This design comes from an exercise in tuning for small area and a short achievable clock period on the open sky130 flow, not from production work.
Where RTL was checked, it was by simulation tests only, not by an equivalence proof against the original.
For runs 1, 2 and 4, only the layout was checked, not whether the RTL still works.
In runs 2 and 3 the design's own scripts or RTL, not TritonCTS, make the clock network.
The flow treats the clock pin as an ideal source. Dropping or thinning the clock tree relies on that and would not hold on a real chip.
Power figures rest on the tool's default switching activity, not on a simulated workload.

==> flow/design.v <==
module router_nport #(
    parameter int NPORT  = 8,
    parameter int ADDR_W = $clog2(NPORT)
) (
    input  logic             clk,
    input  logic             reset_n,
    input  logic [NPORT-1:0] din,
    input  logic [NPORT-1:0] frame_n,
    input  logic [NPORT-1:0] valid_n,
    output logic [NPORT-1:0] busy_n,
    output logic [NPORT-1:0] dout,
    output logic [NPORT-1:0] valido_n,
    output logic [NPORT-1:0] frameo_n
);
    localparam int N = 8;
    localparam int W = 3;
    logic [W:0]   r_sr    [N];
    logic [N-1:0] w_inArb;
    logic [W-1:0] w_addr  [N];
    logic [N-1:0] r_ov;
    logic [W-1:0] r_ptr   [N];
    logic [N-1:0] r_dout, r_valido, r_frameo;
    logic [N-1:0] w_arb;
    logic [N-1:0] w_req   [N];    
    logic [N-1:0] w_st    [N];    
    logic [N-1:0] w_gnt   [N];    
    logic [N-1:0] w_granted;
    logic [W-1:0] w_pnext [N];
    logic [N-1:0] w_any;
    logic [N-1:0] w_osel  [N];    
    logic [N-1:0] w_dsel, w_vsel, w_fsel;
    always_comb begin
        for (int i = 0; i < N; i++) begin
            w_inArb[i]  = r_sr[i][0];
            w_addr[i] = r_sr[i][W:1];
        end
    end
    assign w_arb = w_inArb;
    always_comb begin
        for (int d = 0; d < N; d++)
            for (int i = 0; i < N; i++) begin
                w_req[d][i] = w_arb[i] && (w_addr[i] == d);
                w_st[d][i]  = (r_ptr[d] == i);
            end
    end
    function automatic logic [N-1:0] prefixOr(input logic [N-1:0] x);
        logic [N-1:0] p1, p2, p4;
        p1 = x  | {x[N-2:0], 1'b0};
        p2 = p1 | {p1[N-3:0], 2'b0};
        p4 = p2 | {p2[N-5:0], 4'b0};
        prefixOr = {p4[N-2:0], 1'b0};
    endfunction
    always_comb begin
        w_granted = '0;
        for (int d = 0; d < N; d++) begin
            logic [N-1:0] above, hi, x;
            above = prefixOr(w_st[d]) | w_st[d];    
            hi    = w_req[d] & above;
            x     = (hi != '0) ? hi : w_req[d];
            w_gnt[d] = x & ~prefixOr(x) & {N{!r_ov[d]}};
            w_any[d] = (w_req[d] != '0);
            w_pnext[d] = '0;    
            for (int i = 0; i < N; i++)
                if (w_gnt[d][i]) w_pnext[d] = w_pnext[d] | W'((i + 1) % N);
            w_granted = w_granted | w_gnt[d];
        end
    end
    logic [N-1:0] w_xd, w_xv, w_xf;
    assign w_xd = din & ~valid_n;
    assign w_xv = ~valid_n;
    assign w_xf = ~frame_n;
    always_comb begin
        for (int d = 0; d < N; d++)
            for (int i = 0; i < N; i++) w_osel[d][i] = w_st[d][(i + 1) % N] & r_ov[d];
    end
    for (genvar d = 0; d < N; d++) begin : g_mux
        router_onehot_mux #(.N(N)) u_dmux (.sel(w_osel[d]), .a(w_xd), .y(w_dsel[d]));
        router_onehot_mux #(.N(N)) u_vmux (.sel(w_osel[d]), .a(w_xv), .y(w_vsel[d]));
        router_onehot_mux #(.N(N)) u_fmux (.sel(w_osel[d]), .a(w_xf), .y(w_fsel[d]));
    end
    always_ff @(posedge clk or negedge reset_n) begin
        if (!reset_n) begin
            for (int i = 0; i < N; i++) r_sr[i] <= '0;
        end else begin
            for (int i = 0; i < N; i++) begin
                if (r_sr[i][0]) begin
                    if (w_granted[i]) r_sr[i] <= '0;           
                end else if (frame_n[i]) begin
                    r_sr[i] <= 4'b1000;                        
                end else if (r_sr[i] != '0) begin
                    r_sr[i] <= {din[i], r_sr[i][W:1]};         
                end
            end
        end
    end
    always_ff @(posedge clk or negedge reset_n) begin
        if (!reset_n) begin
            r_ov       <= '0;
            r_dout     <= '0;
            r_valido   <= '0;
            r_frameo   <= '0;
            for (int d = 0; d < N; d++) r_ptr[d] <= '0;
        end else begin
            for (int d = 0; d < N; d++) begin
                r_dout[d]   <= w_dsel[d];
                r_valido[d] <= w_vsel[d];
                r_frameo[d] <= w_fsel[d];
                r_ov[d]     <= w_fsel[d] || (!r_ov[d] && w_any[d]);
                if (!r_ov[d] && w_any[d]) r_ptr[d] <= w_pnext[d];
            end
        end
    end
    assign busy_n   = ~w_inArb;
    assign dout     = r_dout;
    assign valido_n = ~r_valido;
    assign frameo_n = ~r_frameo;
endmodule
module router_onehot_mux #(
    parameter int N = 8
) (
    input  logic [N-1:0] sel,
    input  logic [N-1:0] a,
    output logic         y
);
    assign y = |(sel & a);
endmodule
==> flow/flow/run.sh <==
#!/bin/bash
# Own layout flow: the standard synthesis and layout, with small port
# buffers and repair_timing aiming for a larger setup margin (the SDC is
# unchanged).
set -euo pipefail
bash standard.sh synth > synth.log 2>&1
export BUFFER_PORTS_ARGS="-buffer_cell sky130_fd_sc_hd__buf_2"
export SETUP_SLACK_MARGIN=7.25
bash standard.sh finish > layout.log 2>&1
==> flow/standard.sh <==
#!/bin/bash
# synth_recipe.tcl (not shown) runs the flow's synth.tcl, then flattens the netlist and writes it again
# the make line also repeats each setting of config.mk as NAME=value (left out here)
make -C /OpenROAD-flow-scripts/flow DESIGN_CONFIG=/design/flow/config.mk WORK_HOME=/design/flow/orfs CLKGATE_MAP_FILE= SYNTH_SCRIPT=/design/flow/synth_recipe.tcl "${@:-finish}"
==> flow/config.mk <==
export PLATFORM = sky130hd
export DESIGN_NAME = router_nport
export DESIGN_NICKNAME = router_nport
export VERILOG_FILES = /design/flow/design.v
export SDC_FILE = /design/flow/constraint.sdc
export NUM_CORES = 4
export LEC_CHECK = 0
export ABC_AREA = 1
export CAP_MARGIN = 20
export CORE_MARGIN = 2
export CORE_UTILIZATION = 30
export PLACE_DENSITY = 0.45
export SLEW_MARGIN = 20
export SYNTH_HIERARCHICAL = 1
export SYNTH_MINIMUM_KEEP_SIZE = 0
==> flow/constraint.sdc <==
create_clock -name core_clock -period 10.0 [get_ports {clk}]
set_input_delay 2.0000 -clock core_clock [delete_from_list [all_inputs] [get_ports {clk}]]
set_output_delay 2.0000 -clock core_clock [all_outputs]
set_load 0.01 [all_outputs]
==> results of run 1 <==
==> state kept, by name, summed over array words and instances, names as in the netlist <==
name,flops
r_sr,32
r_frameo,8
r_ptr,24
r_ov,8
r_dout,8
r_valido,8
==> cells by family after synthesis <==
kind of cell / after synthesis / share of synthesized area
buf+inv: 194 / 0.08729
simple gates: 1217 / 0.6076
compound gates: 67 / 0.05122
flops: 88 / 0.2539
==> cell type report <==
| type | count | area (sq um) |
|---|---|---|
| clock inverters | 7 | 77.57 |
| flip-flops and latches | 88 | 2212 |
| clock buffers | 9 | 225.2 |
| multi-input cells | 1284 | 5841 |
| fillers | 3268 | 18230 |
| repair buffers | 97 | 780.7 |
| well taps | 384 | 480.5 |
| inverters | 181 | 705.7 |
==> metal layers <==
metal / part of all wire / global-route usage / wire length (microns) / vias up
met5: 0 / 0 / 0 / -
met2: 0.44 / 0.3684 / 15800 / 304
met4: 0.024 / 0.07563 / 863 / 0
met3: 0.052 / 0.02712 / 1869 / 44
met1: 0.49 / 0.3380 / 17520 / 4630
li1: - / - / - / 5040
==> power groups by stage <==
stage               Sequential (mW)  Clock (mW)  Combinational (mW)
floorplan                     0.627           0                1.12
global placement              0.739           0                1.45
detailed placement            0.738           0                1.44
CTS                           0.721       0.383                1.53
global route                  0.757       0.392                1.77
finish                        0.732       0.374                1.59
==> worst max path at each step <==
stage,startpoint,endpoint,depth (start not counted)
floorplan,frame_n[1],r_ov[0]$_DFF_PN0_,6
global placement,reset_n,r_sr[5][1]$_DFFE_PN0P_,2
detailed placement,reset_n,r_sr[5][3]$_DFFE_PN0P_,2
CTS,r_sr[1][0]$_DFF_PN0_,busy_n[1],2
global route,r_sr[1][0]$_DFF_PN0_,busy_n[1],2
finish,r_sr[1][0]$_DFF_PN0_,busy_n[1],2
==> repair_timing <==
item	CTS	global route
gates cloned	0	2
pin swaps	0	10
setup buffers	25	12
hold buffers	0	0
endpoints found under the setup margin	115	71
gates resized for setup	32	51
==> stage by stage <==
| step | hold slack (ns) | instances | util | instance area [sq um] |
|---|---|---|---|---|
| 6_report | 0.5293 | 2050 | 0.3616 | 10320 |
| 5_1_grt | 0.5836 | 2050 | 0.3616 | 10320 |
| 4_1_cts | 0.5309 | 2036 | 0.3498 | 9987 |
| 3_5_place_dp | 0.5320 | 1995 | 0.3282 | 9370 |
| 3_3_place_gp | 0.5212 | 1995 | 0.3282 | 9370 |
| 2_1_floorplan | 0.4834 | 1566 | - | 8672 |
==> worst max-delay path: stages, from the launching register on <==
cell and delay (ns):
dfrtp_1 0.39, inv_2 0.11, buf_6 0.11
==> cell usage in the layout (no fill, tap or decap), types with 20 or more instances in the layout <==
cell	n
nor2_1	226
a21oi_1	21
buf_2	46
nand4_1	20
nand2_1	682
nand2_2	62
nand3_1	78
dfrtp_1	80
buf_4	30
inv_1	157
nor3_1	35
nor2_2	52
==> summary.md, run 1 <==
| Metric | Value |
|---|---|
| Status | `complete, no violations` |
| Clk root buf | `clkbuf_16` |
| Die width | `174.0 microns` |
| Synthesized instance count | `1,566` |
| Async set-or-reset flop fraction in the synthesized netlist | `1.000` |
| CP arrival | `0.97 ns` |
| Top_reg_cell synth | `dfrtp_1` |
| Area contributors post-synth | `nand2_1 (30%), dfrtp_1 (25%), nor2_1 (11%)` |
| CP max FO | `2` |
| Switch share | `0.5422` |
| First-iteration detailed-routing DRC count | `1,048` |
| Register-to-Register Path Depth | `14` |
| GRT Util Overall | `0.2356` |
| P&R area growth vs syn | `19.03%` |
| Nets | `1,687` |
| Share of post-route cells with drive strength above 1 | `0.1879` |
| Min-Delay Path Depth | `3` |
| Reg2Reg Launch Point | `r_sr[0][1]$_DFFE_PN0P_` |
| Final Wtd Congestion | `0.9810` |
| Logic pwr share | `0.589` |
| Core area | `28,550 sq um` |
| Worst clock skew | `0.01088 ns` |
| Fmax | `336.6 MHz` |
| Crit Reg-Reg Endpoint | `r_sr[2][3]$_DFFE_PN0P_` |
| CTS tree | `done` |
| Setup TNS | `0 ns` |
| Post-layout min period | `2.971 ns` |
| Most instantiated cells after synthesis | `nand2_1 (690), nor2_1 (253), inv_1 (172)` |
| P_sw | `1.459 mW` |
| Largest net degree at the start of global routing | `69` |
| Hold endpoint | `r_sr[4][3]$_DFFE_PN0P_` |
| First-pass GRT wire length | `54,390 microns` |
| Cts bufs inserted | `9` |
| IO buf count | `57` |
| Flop pwr share | `0.272` |
| Int Pwr | `1.232 mW` |
| Routed vias | `10,020` |
| Residual DRC | `0` |
| Core Rows | `62` |
| Power density over the cells | `260.7 nW/um^2` |
| Post-synth EDFFs | `0` |
| Die ar. | `30,280 sq um` |
| Worst Path Required | `8.00 ns` |
| Place WS | `6.720 ns` |
| Max-cap violations | `0` |
| Register clock-pin slew on the reported worst setup and hold paths | `0.08 ns` |
| Top cell type by total area after synthesis | `nand2_1` |
| Tcrit/Tclk final | `0.2971` |
| Antenna violations before repair | `0` |
| Worst setup SP type | `flop` |
| Diodes inserted | `0` |
| Sink Count | `88` |
| Register area share after synthesis | `0.2539` |
| Hpwl dp | `28,980 microns` |
| Total power | `2.691 mW` |
| Reg2Reg Setup Slack | `7.39 ns` |
| Synth top area share | `0.2987` |
| Yosys reg bits | `88` |
| I/O pin count | `58` |
| Syn nets | `1,592` |
| Setup Crit Path Kind | `flop to output pin` |
| Wirelength per Cell | `17.59 microns` |
| Final hold vios | `0` |
| Final setup vio count | `0` |
| Die Ht | `174.0 microns` |
| Drt total wl | `36,060 microns` |
| Most frequent cell after synthesis | `nand2_1` |
| Vias per Instance | `4.887` |
| Hold_sp | `r_sr[4][0]$_DFF_PN0_` |
| Clock power share | `0.139` |
| Mapped Area | `8672 sq um` |
| H-tree depth | `3` |
| Avg Cell Area, Syn | `5.538 sq um` |
| Unrepaired setup endpoints after global routing | `yes` |
| Vias in the first global route | `9,151` |
| Max-slew violation count | `0` |
| Worst-margin pin slew | `0.9236 ns` |
| Bufs on Longest Clock Path | `2` |
| GRT overflow | `0` |
| Clock latency at the later pin of the worst-skew pair | `0.36 ns` |
| Slew Limit Headroom | `0.3762` |
| First-pass DRT Iterations | `5` |
| Synth unique cells | `45` |
| Leakage | `5.654 nW` |
| Warnings from Yosys | `23` |
| Worst Setup End Kind | `output pin` |
| Final worst slack | `7.029 ns` |
| Initial Util | `0.3038` |
| Worst vdd rail ir drop | `0.09063 mV` |
| DRT antenna net count | `0` |
| Hold Crit Class | `flop to flop` |
==> run 2: changes to the inputs <==
==> flow/flow/run.sh (replaced) <==
#!/bin/bash
# Own layout flow: the standard synthesis and layout, with
#  - small port buffers (buf_2 instead of the default delay buffers),
#  - repair_timing aiming for a larger setup margin (the SDC is unchanged),
#  - a one-level clock tree (flow/cts_post.tcl, run as ORFS's POST_CTS_TCL
#    hook): four clkbuf_16 fed from the clock port, one per quadrant.
set -euo pipefail
work=$(pwd)
bash standard.sh synth > synth.log 2>&1
export BUFFER_PORTS_ARGS="-buffer_cell sky130_fd_sc_hd__buf_2"
export SETUP_SLACK_MARGIN=7.2
export POST_CTS_TCL=$work/flow/cts_post.tcl
bash standard.sh finish > layout.log 2>&1
==> flow/flow/cts_post.tcl (new file) <==
# POST_CTS hook: replace the clock tree that CTS built (a root buffer and
# eight leaf buffers, two levels) by one level of four clkbuf_16 buffers fed
# straight from the clock port. The flip-flops are split into four
# quadrants (by x, then each half by y) and each buffer sits at the centre of
# its quadrant's flip-flops, so every flip-flop's clock goes through exactly
# one buffer and arrives at about the same time.
set block [ord::get_db_block]
set clknet [$block findNet clk]

# Remove the buffers and nets that CTS made.
foreach inst [$block getInsts] {
  if {[string match "clkbuf_*" [$inst getName]]} { odb::dbInst_destroy $inst }
}
foreach net [$block getNets] {
  if {[string match "clknet_*" [$net getName]]} { odb::dbNet_destroy $net }
}

# Every flip-flop clock pin, now unconnected, goes back on the clock net.
set sinks {}
foreach inst [$block getInsts] {
  set it [$inst findITerm CLK]
  if {$it eq "NULL" || $it eq ""} { continue }
  if {[$it getNet] ne "NULL" && [$it getNet] ne ""} { $it disconnect }
  set loc [$inst getLocation]
  lappend sinks [list [lindex $loc 0] [lindex $loc 1] $it]
}
puts "cts_post: [llength $sinks] clock pins"

set master [[ord::get_db] findMaster sky130_fd_sc_hd__clkbuf_16]
set sinks [lsort -integer -index 0 $sinks]
set h [expr {[llength $sinks] / 2}]
set groups {}
foreach half [list [lrange $sinks 0 [expr {$h - 1}]] [lrange $sinks $h end]] {
  set half [lsort -integer -index 1 $half]
  set m [expr {[llength $half] / 2}]
  lappend groups [lrange $half 0 [expr {$m - 1}]] [lrange $half $m end]
}
set b 0
foreach part $groups {
  set net [odb::dbNet_create $block "clknet_q$b"]
  $net setSigType CLOCK
  set inst [odb::dbInst_create $block $master "clkbuf_q$b"]
  set sx 0
  set sy 0
  foreach s $part {
    [lindex $s 2] connect $net
    incr sx [lindex $s 0]
    incr sy [lindex $s 1]
  }
  [$inst findITerm A] connect $clknet
  [$inst findITerm X] connect $net
  $inst setLocation [expr {$sx / [llength $part]}] [expr {$sy / [llength $part]}]
  $inst setPlacementStatus PLACED
  incr b
}
detailed_placement
check_placement -verbose
estimate_parasitics -placement
report_clock_latency
==> run 2 against run 1 <==
- still clean
- power is 6.7% lower
- first-iteration DRC count is 8.7% lower
- area after synthesis stayed put
- via count is 0.60% lower
- highest routed layer unchanged
==> summary.md, run 2 <==
| Metric | Value |
|---|---|
| Hold Crit Class | `flop to flop` |
| Register area share after synthesis | `0.2539` |
| Initial Util | `0.3038` |
| Worst-margin pin slew | `0.7520 ns` |
| Top_reg_cell synth | `dfrtp_1` |
| Hpwl dp | `29,070 microns` |
| Max-cap violations | `0` |
| Register area | `2210 sq um` |
| Top cell type by total area after synthesis | `nand2_1` |
| CP max FO | `5` |
| FILL cells | `3,290` |
| Status | `complete, no violations` |
| Metal2 WL | `15,710 microns` |
| Share of post-route cells with drive strength above 1 | `0.1853` |
| IO buf count | `57` |
| Largest net degree at the start of global routing | `54` |
| Setup Crit Path Kind | `input port to flop` |
| Vias per Instance | `4.865` |
| Wirelength per Cell | `17.56 microns` |
| Commonest non-fill, non-tap cell in the layout | `nand2_1` |
| Reg2Reg Setup Slack | `7.38 ns` |
| Crit path depth | `7` |
| Register clock-pin slew on the reported worst setup and hold paths | `0.10 ns` |
| Async set-or-reset flop fraction in the synthesized netlist | `1.000` |
| Area contributors post-synth | `nand2_1 (30%), dfrtp_1 (25%), nor2_1 (11%)` |
| Sink Count | `88` |
| Synth top area share | `0.2987` |
| Final setup vio count | `0` |
| Tcrit/Tclk final | `0.2886` |
| Unrepaired setup endpoints after global routing | `yes` |
| Worst setup SP type | `input port` |
| Die ar. | `30,280 sq um` |
| Cells along the critical path | `buf_12 -> clkinvlp_4 -> nand2_1 -> nand2_1 -> nor2_1 -> nand2_1 -> or2_4` |
| Critical Path Slowest Stage Cell | `or2_4` |
| Reg2Reg Launch Point | `r_sr[0][1]$_DFFE_PN0P_` |
| Synthesized instance count | `1,566` |
| P&R area growth vs syn | `17.83%` |
| Place WS | `6.786 ns` |
| I/O pin count | `58` |
| Most flop-heavy register | `r_sr` |
| Metal3 WL | `1709 microns` |
| Max-slew violation count | `0` |
| Die Ht | `174.0 microns` |
| First-pass GRT wire length | `52,990 microns` |
| Max incr delay on CP | `0.22 ns` |
| Antenna violations before repair | `0` |
| Syn nets | `1,592` |
| Top flop regs | `r_sr (32), r_ptr (24)` |
| Max reg flops | `32` |
| Clock latency at the later pin of the worst-skew pair | `0.17 ns` |
| Post-layout min period | `2.886 ns` |
| Nets | `1,683` |
| Die width | `174.0 microns` |
| First-pass DRT Iterations | `5` |
| Drt total wl | `35,950 microns` |
| Min-Delay Path Depth | `3` |
| Critical Path Source | `frame_n[3]` |
| Met1 WL | `17,330 microns` |
| Number of buffers and inverters on the critical path | `2` |
| Yosys reg bits | `88` |
| First-iteration detailed-routing DRC count | `957` |
| Most frequent cell after synthesis | `nand2_1` |
| Most used cell, CP | `nand2_1` |
| Power density over the cells | `245.7 nW/um^2` |
| Mapped Area | `8672 sq um` |
| Uppermost routed layer | `met4` |
| DRT antenna net count | `0` |
| Fmax | `346.5 MHz` |
| Worst vdd rail ir drop | `0.08890 mV` |
| Worst Path Required | `10.06 ns` |
| Vias in the first global route | `8,871` |
| Warnings from Yosys | `23` |
| Top cell family by delay on the critical path | `simple AND/OR/NAND/NOR gates` |
| Hold endpoint | `r_sr[6][3]$_DFFE_PN0P_` |
| GRT overflow | `0` |
| CP arrival | `2.95 ns` |
| Most instantiated cells after synthesis | `nand2_1 (690), nor2_1 (253), inv_1 (172)` |
| Residual DRC | `0` |
| Worst Setup End Kind | `flop` |
| Core area | `28,550 sq um` |
| Leakage | `5.575 nW` |
| Avg Cell Area, Syn | `5.538 sq um` |
| Commonest cells after routing, fill and taps aside | `nand2_1 (683), nor2_1 (229), inv_1 (154)` |
| Final hold vios | `0` |
| Routed vias | `9,958` |
| Setup TNS | `0 ns` |
| Slew Limit Headroom | `0.4948` |
| Crit Reg-Reg Endpoint | `r_sr[5][1]$_DFFE_PN0P_` |
| Worst clock skew | `0.01081 ns` |
| GRT Util Overall | `0.2300` |
| Post-synth EDFFs | `0` |
| Register-to-Register Path Depth | `18` |
| Final worst slack | `7.114 ns` |
| Final Wtd Congestion | `1.005` |
| Multi-input logic area | `5866 sq um` |
| Hold_sp | `r_sr[6][0]$_DFF_PN0_` |
| Core Rows | `62` |
| Synth unique cells | `45` |
## run 2: routing by layer
layer / global-route usage / vias up
met5: 0 / -
met4: 0.08193 / 0
met3: 0.02428 / 45
met2: 0.3542 / 253
met1: 0.3326 / 4633
li1: - / 5027
## run 2: where the power goes
part	switching, mW	total [mW]	internal [mW]
Combinational	1.07	1.60	0.530
Clock	0.108	0.181	0.0739
Sequential	0.223	0.732	0.509
Total	1.40	2.51	1.11
## run 2: worst max-delay path by stage
stage / end
final: r_ov[1]$_DFF_PN0_
after global routing: r_ov[1]$_DFF_PN0_
after detailed placement: r_sr[5][3]$_DFFE_PN0P_
after global placement: r_sr[3][3]$_DFFE_PN0P_
after floorplan: r_ov[0]$_DFF_PN0_
## run 2: cell families (layout without fill, tap and decap cells)
kind of cell	after synthesis	in the layout	share of synthesized area
AO/OA/AOI/OAI	67	67	0.05122
buffers and inverters	194	290	0.08729
flip-flops	88	88	0.2539
other	0	1	0
AND/OR/NAND/NOR	1217	1217	0.6076
## run 2: metrics by stage
stage	util	instance area [sq um]	cells	hold WS (ns)	power, mW
final	0.3580	10220	2047	0.5535	2.511
after global routing	0.3579	10220	2046	0.5873	2.737
after detailed placement	0.3282	9370	1995	0.5273	2.184
after global placement	0.3282	9370	1995	0.5320	2.190
after floorplan	-	8672	1566	0.4834	1.749
## run 2: area by class of cell
class | instances | share of cell area
antenna | 1 | 0.0002449
buffer | 4 | 0.009795
inverter | 181 | 0.06943
multi-input combinational | 1284 | 0.5740
sequential | 88 | 0.2162
tap | 384 | 0.04702
timing repair buffer | 96 | 0.07543
timing repair inverter | 9 | 0.007836
## run 2: worst reg2reg max path, stage by stage, from the launching register on
cell	delay (ns)
dfrtp_1	0.42
inv_1	0.13
nand2_1	0.12
nor2_1	0.38
nand2_1	0.10
nand2_1	0.09
nor2_2	0.07
nand2_4	0.10
nand2_2	0.06
nand2_2	0.09
nand2_1	0.08
nor2_2	0.21
nand3_1	0.14
nand2_1	0.16
nor2_1	0.09
nand2_1	0.12
nand2_2	0.08
nand2_1	0.06
nand2_1	0.05
==> run 3: changes to the inputs <==
--- a/flow/design.v
+++ b/flow/design.v
@@ -28,5 +28,4 @@
     logic [W-1:0] w_pnext [N];
     logic [N-1:0] w_any;
-    logic [N-1:0] w_osel  [N];    
     logic [N-1:0] w_dsel, w_vsel, w_fsel;
     always_comb begin
@@ -66,16 +65,15 @@
         end
     end
-    logic [N-1:0] w_xd, w_xv, w_xf;
-    assign w_xd = din & ~valid_n;
-    assign w_xv = ~valid_n;
-    assign w_xf = ~frame_n;
     always_comb begin
-        for (int d = 0; d < N; d++)
-            for (int i = 0; i < N; i++) w_osel[d][i] = w_st[d][(i + 1) % N] & r_ov[d];
-    end
-    for (genvar d = 0; d < N; d++) begin : g_mux
-        router_onehot_mux #(.N(N)) u_dmux (.sel(w_osel[d]), .a(w_xd), .y(w_dsel[d]));
-        router_onehot_mux #(.N(N)) u_vmux (.sel(w_osel[d]), .a(w_xv), .y(w_vsel[d]));
-        router_onehot_mux #(.N(N)) u_fmux (.sel(w_osel[d]), .a(w_xf), .y(w_fsel[d]));
+        for (int d = 0; d < N; d++) begin
+            w_dsel[d] = 1'b0;
+            w_vsel[d] = 1'b0;
+            w_fsel[d] = 1'b0;
+            for (int i = 0; i < N; i++) begin
+                w_dsel[d] = w_dsel[d] | (w_st[d][(i + 1) % N] & din[i]);
+                w_vsel[d] = w_vsel[d] | (w_st[d][(i + 1) % N] & valid_n[i]);
+                w_fsel[d] = w_fsel[d] | (w_st[d][(i + 1) % N] & frame_n[i]);
+            end
+        end
     end
     always_ff @(posedge clk or negedge reset_n) begin
@@ -103,9 +101,18 @@
         end else begin
             for (int d = 0; d < N; d++) begin
-                r_dout[d]   <= w_dsel[d];
-                r_valido[d] <= w_vsel[d];
-                r_frameo[d] <= w_fsel[d];
-                r_ov[d]     <= w_fsel[d] || (!r_ov[d] && w_any[d]);
-                if (!r_ov[d] && w_any[d]) r_ptr[d] <= w_pnext[d];
+                if (r_ov[d]) begin
+                    r_dout[d]     <= !w_vsel[d] && w_dsel[d];
+                    r_valido[d]   <= !w_vsel[d];
+                    r_frameo[d]   <= !w_fsel[d];
+                    r_ov[d]       <= !w_fsel[d];
+                end else begin
+                    r_dout[d]     <= 1'b0;
+                    r_valido[d]   <= 1'b0;
+                    r_frameo[d]   <= 1'b0;
+                    if (w_any[d]) begin
+                        r_ov[d]  <= 1'b1;
+                        r_ptr[d] <= w_pnext[d];
+                    end
+                end
             end
         end
@@ -116,11 +123,2 @@
     assign frameo_n = ~r_frameo;
 endmodule
-module router_onehot_mux #(
-    parameter int N = 8
-) (
-    input  logic [N-1:0] sel,
-    input  logic [N-1:0] a,
-    output logic         y
-);
-    assign y = |(sel & a);
-endmodule
--- a/flow/config.mk
+++ b/flow/config.mk
@@ -12,4 +12,2 @@
 export PLACE_DENSITY = 0.45
 export SLEW_MARGIN = 20
-export SYNTH_HIERARCHICAL = 1
-export SYNTH_MINIMUM_KEEP_SIZE = 0
==> run 3 against run 2 <==
- still clean on timing, DRC and antenna
- clock power about the same
- global-route usage increased by 4.8 points
- sequential power increased by 4.2%
- final cell count decreased by 13%
- design area increased by 0.37%
- combinational power increased by 23%
- wire length increased by 10%
- flip-flop and latch count unchanged
- first-iteration DRC count decreased by 1.3%
- hold slack improved by 0.0068 ns
- area after synthesis decreased by 6.5%
- synthesized cell count decreased by 14%
- critical path type unchanged
==> summary.md, run 3 <==
| Metric | Value |
|---|---|
| Synthesized instance count | `1,342` |
| Worst vdd rail ir drop | `0.09494 mV` |
| Worst setup SP type | `input port` |
| DRT antenna net count | `0` |
| Core Rows | `60` |
| Most frequent cell after synthesis | `nand2_1` |
| Yosys reg bits | `88` |
| GRT Util Overall | `0.2775` |
| Final Wtd Congestion | `1.035` |
| Share of post-route cells with drive strength above 1 | `0.2535` |
| Final hold vios | `0` |
| Clock power share | `0.062` |
| Vias in the first global route | `9,118` |
| Critical Path Source | `valid_n[1]` |
| Power density over the cells | `283.6 nW/um^2` |
| Max-cap violations | `0` |
| Switch share | `0.5660` |
| P&R area growth vs syn | `26.52%` |
| First-pass GRT wire length | `58,060 microns` |
| Sink Count | `88` |
| CP arrival | `3.15 ns` |
| Post-synth EDFFs | `0` |
| Most flop-heavy register | `r_sr` |
| Slew Limit Headroom | `0.4269` |
| Worst clock skew | `0.01643 ns` |
| Drt total wl | `39,540 microns` |
| Synth top area share | `0.2716` |
| Residual DRC | `0` |
| Top cell type by total area after synthesis | `dfrtp_1` |
| Die ar. | `28,350 sq um` |
| Largest net degree at the start of global routing | `46` |
| Register clock-pin slew on the reported worst setup and hold paths | `0.10 ns` |
| Clock latency at the later pin of the worst-skew pair | `0.17 ns` |
| First-pass DRT Iterations | `5` |
| Most instantiated cells after synthesis | `nand2_1 (413), inv_1 (179), nor2_1 (178)` |
| Worst Path Required | `10.08 ns` |
| Flop pwr share | `0.262` |
| Hpwl dp | `32,110 microns` |
| First-iteration detailed-routing DRC count | `945` |
| I/O pin count | `58` |
| Int Pwr | `1.262 mW` |
| GRT overflow | `0` |
| Warnings from Yosys | `8` |
| Critical Path Slowest Stage Cell | `a221oi_1` |
| Max reg flops | `32` |
| Number of buffers and inverters on the critical path | `1` |
| Max incr delay on CP | `0.22 ns` |
| Fmax | `326.4 MHz` |
| Final worst slack | `6.936 ns` |
| Max-slew violation count | `0` |
| Area contributors post-synth | `dfrtp_1 (27%), nand2_1 (19%), inv_1 (8.3%)` |
| Mapped Area | `8107 sq um` |
| Most used cell, CP | `nand2_1` |
| Top_reg_cell synth | `dfrtp_1` |
| Setup Crit Path Kind | `input port to flop` |
| Post-layout min period | `3.064 ns` |
| Hold Crit Class | `flop to flop` |
| Status | `complete, no violations` |
| Wirelength per Cell | `22.24 microns` |
| Cells along the critical path | `buf_4 -> nand2_1 -> o211ai_1 -> a221oi_1 -> nand3_1 -> a21oi_1 -> nand2_1 -> a31oi_1` |
| Syn nets | `1,368` |
| Reg2Reg Launch Point | `r_sr[1][0]$_DFF_PN0_` |
| Hold_sp | `r_sr[4][0]$_DFF_PN0_` |
| Place WS | `6.375 ns` |
| Worst Setup End Kind | `flop` |
| Avg Cell Area, Syn | `6.041 sq um` |
| Vias per Instance | `5.434` |
| Commonest cells after routing, fill and taps aside | `nand2_1 (407), inv_1 (155), nor2_1 (143)` |
| Register area share after synthesis | `0.2716` |
| P_sw | `1.646 mW` |
| Die Ht | `168.4 microns` |
| Nets | `1,459` |
| Top cell family by delay on the critical path | `compound AO/OA/AOI/OAI gates` |
| CP max FO | `8` |
| Die width | `168.4 microns` |
| Leakage | `4.928 nW` |
| Routed vias | `9,662` |
| Synth unique cells | `46` |
| Logic pwr share | `0.676` |
| Final setup vio count | `0` |
| Core area | `26,730 sq um` |
| Commonest non-fill, non-tap cell in the layout | `nand2_1` |
| IO buf count | `57` |
| Worst-margin pin slew | `0.8486 ns` |
| Top flop regs | `r_sr (32), r_ptr (24)` |
| Tcrit/Tclk final | `0.3064` |
| Setup TNS | `0 ns` |
| Antenna violations before repair | `1` |
| Async set-or-reset flop fraction in the synthesized netlist | `1.000` |
| Unrepaired setup endpoints after global routing | `yes` |
| Initial Util | `0.3033` |
[run 3: cell types whose count changed after synthesis, sizes merged, moves of 10 or more]
cell    previous run  this run
nor3              37        51
nand2            749       445
a21oi             22        35
a221oi             0        14
o22ai              2        21
nand3             94       113
inv              180       195
o221ai             0        10
nor2             293       224
[run 3: final timing paths]
| kind | endpoint | slack (ns) | cells past startpoint |
|---|---|---|---|
| max in group asynchronous | r_sr[4][0]$_DFF_PN0_ | 7.43 | 2 |
| setup / recovery | r_dout[5]$_DFF_PN0_ | 6.94 | 8 |
| hold reg to reg | r_sr[4][3]$_DFFE_PN0P_ | 0.56 | 3 |
| setup reg to reg | r_sr[4][1]$_DFFE_PN0P_ | 7.29 | 18 |
| hold / removal | r_sr[4][3]$_DFFE_PN0P_ | 0.56 | 3 |
| min in group asynchronous | r_ptr[6][2]$_DFFE_PN0P_ | 1.74 | 1 |
[run 3: cell type report]
type / count / area [sq um]
Buffer: 4 / 100.1
Multi-Input combinational cell: 1034 / 5778
Sequential cell: 88 / 2210
Antenna cell: 1 / 2.502
Timing Repair inverter: 4 / 47.55
Inverter: 199 / 823.3
Fill cell: 2950 / 16470
Tap cell: 341 / 426.7
Timing Repair Buffer: 107 / 868.3
[run 3: power groups by stage]
stage                     clock network, mW  logic [mW]  registers, mW
final                                 0.180        1.97          0.763
after global routing                  0.197        2.17          0.789
after detailed placement                  0        1.63          0.769
after global placement                    0        1.64          0.774
after floorplan                           0        1.24          0.637
[run 3: logic make-up (layout without fill, tap and decap cells)]
family,Yosys count,after routing,share of synthesized area
compound gates,152,152,0.1269
flops,88,88,0.2716
other cells,0,1,0
simple gates,882,882,0.4959
buf+inv,220,314,0.1056
[run 3: stage by stage]
stage | util | hold slack [ns] | std cells | power (mW) | instance area [sq um]
2_1_floorplan | - | 0.5022 | 1342 | 1.876 | 8217
3_3_place_gp | 0.3289 | 0.5348 | 1720 | 2.416 | 8790
3_5_place_dp | 0.3289 | 0.5397 | 1720 | 2.394 | 8790
5_1_grt | 0.3838 | 0.6053 | 1778 | 3.152 | 10260
6_report | 0.3838 | 0.5603 | 1778 | 2.909 | 10260
[run 3: worst register-to-register path: cells and delay by family (launching register included)]
family	cells	cell delay [ns]
buf+inv	2	0.27
flops	1	0.40
simple gates	16	1.94
[run 3: metal layers]
layer / wire, microns / vias up / share of wire / global-route usage
li1: - / 4569 / - / -
met1: 17210 / 4633 / 0.44 / 0.3730
met2: 17450 / 376 / 0.44 / 0.4310
met3: 2921 / 84 / 0.074 / 0.05736
met4: 1948 / 0 / 0.049 / 0.1203
met5: 0 / - / 0 / 0
==> run 4: changes to the inputs <==
--- a/flow/design.v
+++ b/flow/design.v
@@ -15,7 +15,7 @@
     localparam int N = 8;
     localparam int W = 3;
-    logic [W:0]   r_sr    [N];
-    logic [N-1:0] w_inArb;
-    logic [W-1:0] w_addr  [N];
+    logic [1:0]   r_phn   [N];    
+    logic [N-1:0] r_arb;
+    logic [W-1:0] r_addr  [N];
     logic [N-1:0] r_ov;
     logic [W-1:0] r_ptr   [N];
@@ -29,15 +29,9 @@
     logic [N-1:0] w_any;
     logic [N-1:0] w_dsel, w_vsel, w_fsel;
-    always_comb begin
-        for (int i = 0; i < N; i++) begin
-            w_inArb[i]  = r_sr[i][0];
-            w_addr[i] = r_sr[i][W:1];
-        end
-    end
-    assign w_arb = w_inArb;
+    assign w_arb = r_arb;
     always_comb begin
         for (int d = 0; d < N; d++)
             for (int i = 0; i < N; i++) begin
-                w_req[d][i] = w_arb[i] && (w_addr[i] == d);
+                w_req[d][i] = w_arb[i] && (r_addr[i] == d);
                 w_st[d][i]  = (r_ptr[d] == i);
             end
@@ -79,16 +73,21 @@
     always_ff @(posedge clk or negedge reset_n) begin
         if (!reset_n) begin
-            for (int i = 0; i < N; i++) r_sr[i] <= '0;
+            r_arb <= '0;
+            for (int i = 0; i < N; i++) r_phn[i] <= 2'd0;
         end else begin
             for (int i = 0; i < N; i++) begin
-                if (r_sr[i][0]) begin
-                    if (w_granted[i]) r_sr[i] <= '0;           
-                end else if (frame_n[i]) begin
-                    r_sr[i] <= 4'b1000;                        
-                end else if (r_sr[i] != '0) begin
-                    r_sr[i] <= {din[i], r_sr[i][W:1]};         
+                if (w_arb[i]) begin
+                    if (w_granted[i]) r_arb[i] <= 1'b0;
+                end else begin
+                    r_phn[i] <= frame_n[i] ? 2'd3 :
+                                {r_phn[i][1] & r_phn[i][0], r_phn[i][1] & !r_phn[i][0]};
+                    if (r_phn[i] == 2'd1 && !frame_n[i]) r_arb[i] <= 1'b1;
                 end
             end
         end
+    end
+    always_ff @(posedge clk) begin
+        for (int i = 0; i < N; i++)
+            if (!r_arb[i]) r_addr[i] <= {din[i], r_addr[i][W-1:1]};
     end
     always_ff @(posedge clk or negedge reset_n) begin
@@ -118,5 +117,5 @@
         end
     end
-    assign busy_n   = ~w_inArb;
+    assign busy_n   = ~r_arb;
     assign dout     = r_dout;
     assign valido_n = ~r_valido;
==> flow/flow/run.sh (replaced) <==
#!/bin/bash
# Own layout flow: the standard synthesis and layout, with small port
# buffers and repair_timing aiming for a larger setup margin (the SDC is
# unchanged).
set -euo pipefail
bash standard.sh synth > synth.log 2>&1
export BUFFER_PORTS_ARGS="-buffer_cell sky130_fd_sc_hd__buf_2"
export SETUP_SLACK_MARGIN=7.1
bash standard.sh finish > layout.log 2>&1
removed: flow/flow/cts_post.tcl
==> run 4 against run 3 <==
- core utilization decreased by 3.3 points
- via count is 2.6% lower
- area after synthesis rose by 3.4%
- register-to-register slack worse by 0.06 ns
- wire length shrank 3.4%
- flip-flop and latch count up 16
- clock power rose by 120%
- die area grew 3.3%
- final cell count up 0.11%
- sequential share of layout area up 6.6 points
- power increased by 3.4%
- setup slack improved by 0.090 ns
- largest power group unchanged
==> summary.md, run 4 <==
| Metric | Value |
|---|---|
| Status | `complete, no violations` |
| Post-layout min period | `2.974 ns` |
| Max-slew violation count | `0` |
| Register area share after synthesis | `0.3247` |
| Hpwl dp | `30,890 microns` |
| Synthesized instance count | `1,331` |
| Worst Setup End Kind | `output pin` |
| Wirelength per Cell | `21.45 microns` |
| Antenna violations before repair | `1` |
| Clock latency at the later pin of the worst-skew pair | `0.38 ns` |
| Top cell type by total area after synthesis | `dfrtp_1` |
| Number of buffers and inverters on the critical path | `2` |
| Largest net degree at the start of global routing | `43` |
| Sink Count | `104` |
| GRT overflow | `0` |
| Synth Area in Simple Gates | `0.4547` |
| CP arrival | `0.97 ns` |
| Multiplexer area fraction after synthesis | `0` |
| Top_reg_cell synth | `dfrtp_1` |
| Register-to-Register Path Depth | `12` |
| Core Rows | `61` |
| Vias per Instance | `5.288` |
| Worst Path Required | `8.00 ns` |
| Routed vias | `9,412` |
| Placed Area | `9004 sq um` |
| Unrepaired setup endpoints after global routing | `yes` |
| Final setup vio count | `0` |
| Min-Delay Path Depth | `2` |
| Die ar. | `29,300 sq um` |
| First-iteration detailed-routing DRC count | `1,006` |
| Drt total wl | `38,170 microns` |
| Top cell family by delay on the critical path | `flip-flops` |
| Most instantiated cells after synthesis | `nand2_1 (410), nor2_1 (196), inv_1 (180)` |
| Residual DRC | `0` |
| Cells along the critical path | `inv_4 -> buf_6` |
| Yosys reg bits | `104` |
| Post-synth EDFFs | `24` |
| Area contributors post-synth | `dfrtp_1 (24%), nand2_1 (18%), nor2_1 (8.8%)` |
| IO buf count | `57` |
| Main combinational cell family by area after synthesis | `simple AND/OR/NAND/NOR gates` |
| Synth top area share | `0.2388` |
| Warnings from Yosys | `8` |
| GRT Util Overall | `0.2637` |
| Avg Cell Area, Syn | `6.299 sq um` |
| Final Wtd Congestion | `0.9936` |
| Setup TNS | `0 ns` |
| Top flop regs | `r_addr (24), r_ptr (24), r_phn (16)` |
| Bufs on Longest Clock Path | `2` |
| FILL cells | `3,044` |
| Crit Reg-Reg Endpoint | `r_arb[1]$_DFF_PN0_` |
| Worst setup SP type | `flop` |
| Crit path depth | `2` |
| Initial Util | `0.3035` |
| Commonest cells after routing, fill and taps aside | `nand2_1 (409), nor2_1 (192), inv_1 (163)` |
| Clk root buf | `clkbuf_16` |
| Setup Crit Path Kind | `flop to output pin` |
| Async set-or-reset flop fraction in the synthesized netlist | `0.7692` |
| Vias in the first global route | `8,706` |
| Syn nets | `1,357` |
| Final hold vios | `0` |
| CP max FO | `2` |
| Mapped Area | `8384 sq um` |
| H-tree depth | `3` |
| Power density over the cells | `310.0 nW/um^2` |
| Die Ht | `171.2 microns` |
| Slew Limit Headroom | `0.4740` |
| Reg2Reg Setup Slack | `7.23 ns` |
| Commonest non-fill, non-tap cell in the layout | `nand2_1` |
| Tcrit/Tclk final | `0.2974` |
| First-pass GRT wire length | `55,950 microns` |
| DRT antenna net count | `0` |
| Register clock-pin slew on the reported worst setup and hold paths | `0.07 ns` |
| Diodes inserted | `0` |
| Max incr delay on CP | `0.43 ns` |
| Hold Crit Class | `flop to flop` |
| Share of post-route cells with drive strength above 1 | `0.1562` |
| Max-cap violations | `0` |
| Leakage | `4.742 nW` |
| P&R area growth vs syn | `15.73%` |
| Synth unique cells | `49` |
| I/O pin count | `58` |
| Cts bufs inserted | `9` |
| Compound-Gate Fraction of Synth Area | `0.1139` |
| Fmax | `336.2 MHz` |
| Most frequent cell after synthesis | `nand2_1` |
| Adder-Cell Fraction of Synth Area | `0` |
| Reg2Reg Launch Point | `r_arb[3]$_DFF_PN0_` |
| Worst clock skew | `0.01435 ns` |
| Post-CTS Hold Buffers | `0` |
| Design area | `9703 sq um` |
| CTS tree | `done` |
| Critical Path Slowest Stage Cell | `dfrtp_2` |
| First-pass DRT Iterations | `6` |
| Core area | `27,630 sq um` |
| Hold_sp | `r_phn[6][1]$_DFFE_PN0N_` |
| Die width | `171.2 microns` |
| Nets | `1,423` |
| Hold endpoint | `r_phn[6][0]$_DFFE_PN0N_` |
| Worst-margin pin slew | `0.7789 ns` |
| Post-Synth XOR/XNOR Area | `0` |
| Worst vdd rail ir drop | `0.1127 mV` |
[run 4: changes by cell type in the layout (fill, tap and decap cells not counted), moves of 13 or more]
| cell | delta |
|---|---|
| nor2_4 | -23 |
| edfxtp_1 | +24 |
| inv_2 | -13 |
| nand3_2 | -16 |
| nand4_1 | +24 |
| nor2_2 | -27 |
| buf_4 | -23 |
| nor2_1 | +49 |
[run 4: worst reg2reg max path, stage by stage, from the launching register on]
cell and delay [ns]:
dfrtp_2 0.40, buf_4 0.16, nand2_1 0.11, nor2_1 0.50
nand2_1 0.12, nand2_1 0.14, nor2_4 0.06, nand3_1 0.08
nand3_1 0.16, o21ai_0 0.57, nor3_2 0.19, nand3b_1 0.13
nand2_1 0.05
[run 4: cells by family (layout without fill, tap and decap cells)]
family                 Yosys count  count (layout)
and+or+nand+nor                864             864
buffers and inverters          220             291
AOI/OAI and AO/OA              143             143
DFF                            104             104
[run 4: layout make-up]
type | count | area, sq um | share of cell area
inverters | 195 | 769.5 | 0.07930
well taps | 378 | 473.0 | 0.04874
flip-flops and latches | 104 | 2733 | 0.2816
clock inverters | 6 | 82.58 | 0.008511
multi-input cells | 1007 | 4843 | 0.4992
clock buffers | 10 | 239.0 | 0.02463
repair buffers | 80 | 563.0 | 0.05803
[run 4: worst max path at each step]
stage | from | end | slack, ns
2_1_floorplan | frame_n[7] | r_ov[4]$_DFF_PN0_ | 7.06
3_3_place_gp | frame_n[6] | r_ov[4]$_DFF_PN0_ | 6.53
3_5_place_dp | frame_n[6] | r_ov[4]$_DFF_PN0_ | 6.50
4_1_cts | r_arb[2]$_DFF_PN0_ | busy_n[2] | 7.01
5_1_grt | r_arb[2]$_DFF_PN0_ | busy_n[2] | 6.99
6_report | r_arb[2]$_DFF_PN0_ | busy_n[2] | 7.03
[run 4: report_power, final]
part           internal [mW]  total [mW]  switching (mW)  leakage, nW
Clock                  0.225       0.398           0.173        0.158
Combinational          0.572        1.71            1.14         3.36
Sequential             0.645       0.895           0.250         1.22
[run 4: through the flow]
stage               worst slack, ns  power, mW  hold slack [ns]  cells    util
finish                        7.026      3.008           0.4829   1780  0.3512
global route                  6.993      3.247           0.5145   1780  0.3512
CTS                           7.014      2.952           0.4868   1776  0.3467
detailed placement            6.504      2.457           0.4662   1742  0.3259
global placement              6.527      2.477           0.4663   1742  0.3259
floorplan                     7.064      1.960           0.4503   1331       -
[run 4: metal layers]
layer  vias to the layer above  wire (microns)  GRT usage
li1                       4485               -          -
met1                      4474           17250     0.3676
met2                       381           16640     0.4034
met3                        70            2546    0.04372
met4                         2            1712     0.1113
met5                         -              19          0
[run 4: repair_timing]
item                                    CTS  global route
setup buffers                            18             4
endpoints found under the setup margin   42            46
resized for setup                        42            29
pin swaps                                 0             1

-- re-timing with driven ports --
Ports are ideal in the flow. The routed layouts listed here were re-timed in OpenROAD. Step 1: set_driving_cell puts a clkbuf_16 on clk and a buf_2 on each other input, an assumption about the parent block. Step 2, shift: input delay + t, output delay - t, t = (earliest + latest rising clock arrival at the registers) / 2. This alone moves slack from input paths to output paths. Three values: ideal, step 1, step 2; two values: the first two.
run | shift t [ns] | slack for setup (ns) | worst register clock-pin slew, ns
run 1 | 0.408 | 7.029 / 6.978 / 6.883 | 0.08 / 0.08
run 2 | 0.262 | 7.114 / 7.124 / 6.892 | 0.10 / 0.10
run 3 | 0.268 | 6.936 / 6.991 / 6.723 | 0.11 / 0.11
run 4 | 0.416 | 7.026 / 6.978 / 6.691 | 0.08 / 0.08
After both steps setup and hold are still met in every run listed. The setup slack of run 4, which loses most, moves by -0.048 ns with the drivers and by -0.335 ns with both steps.
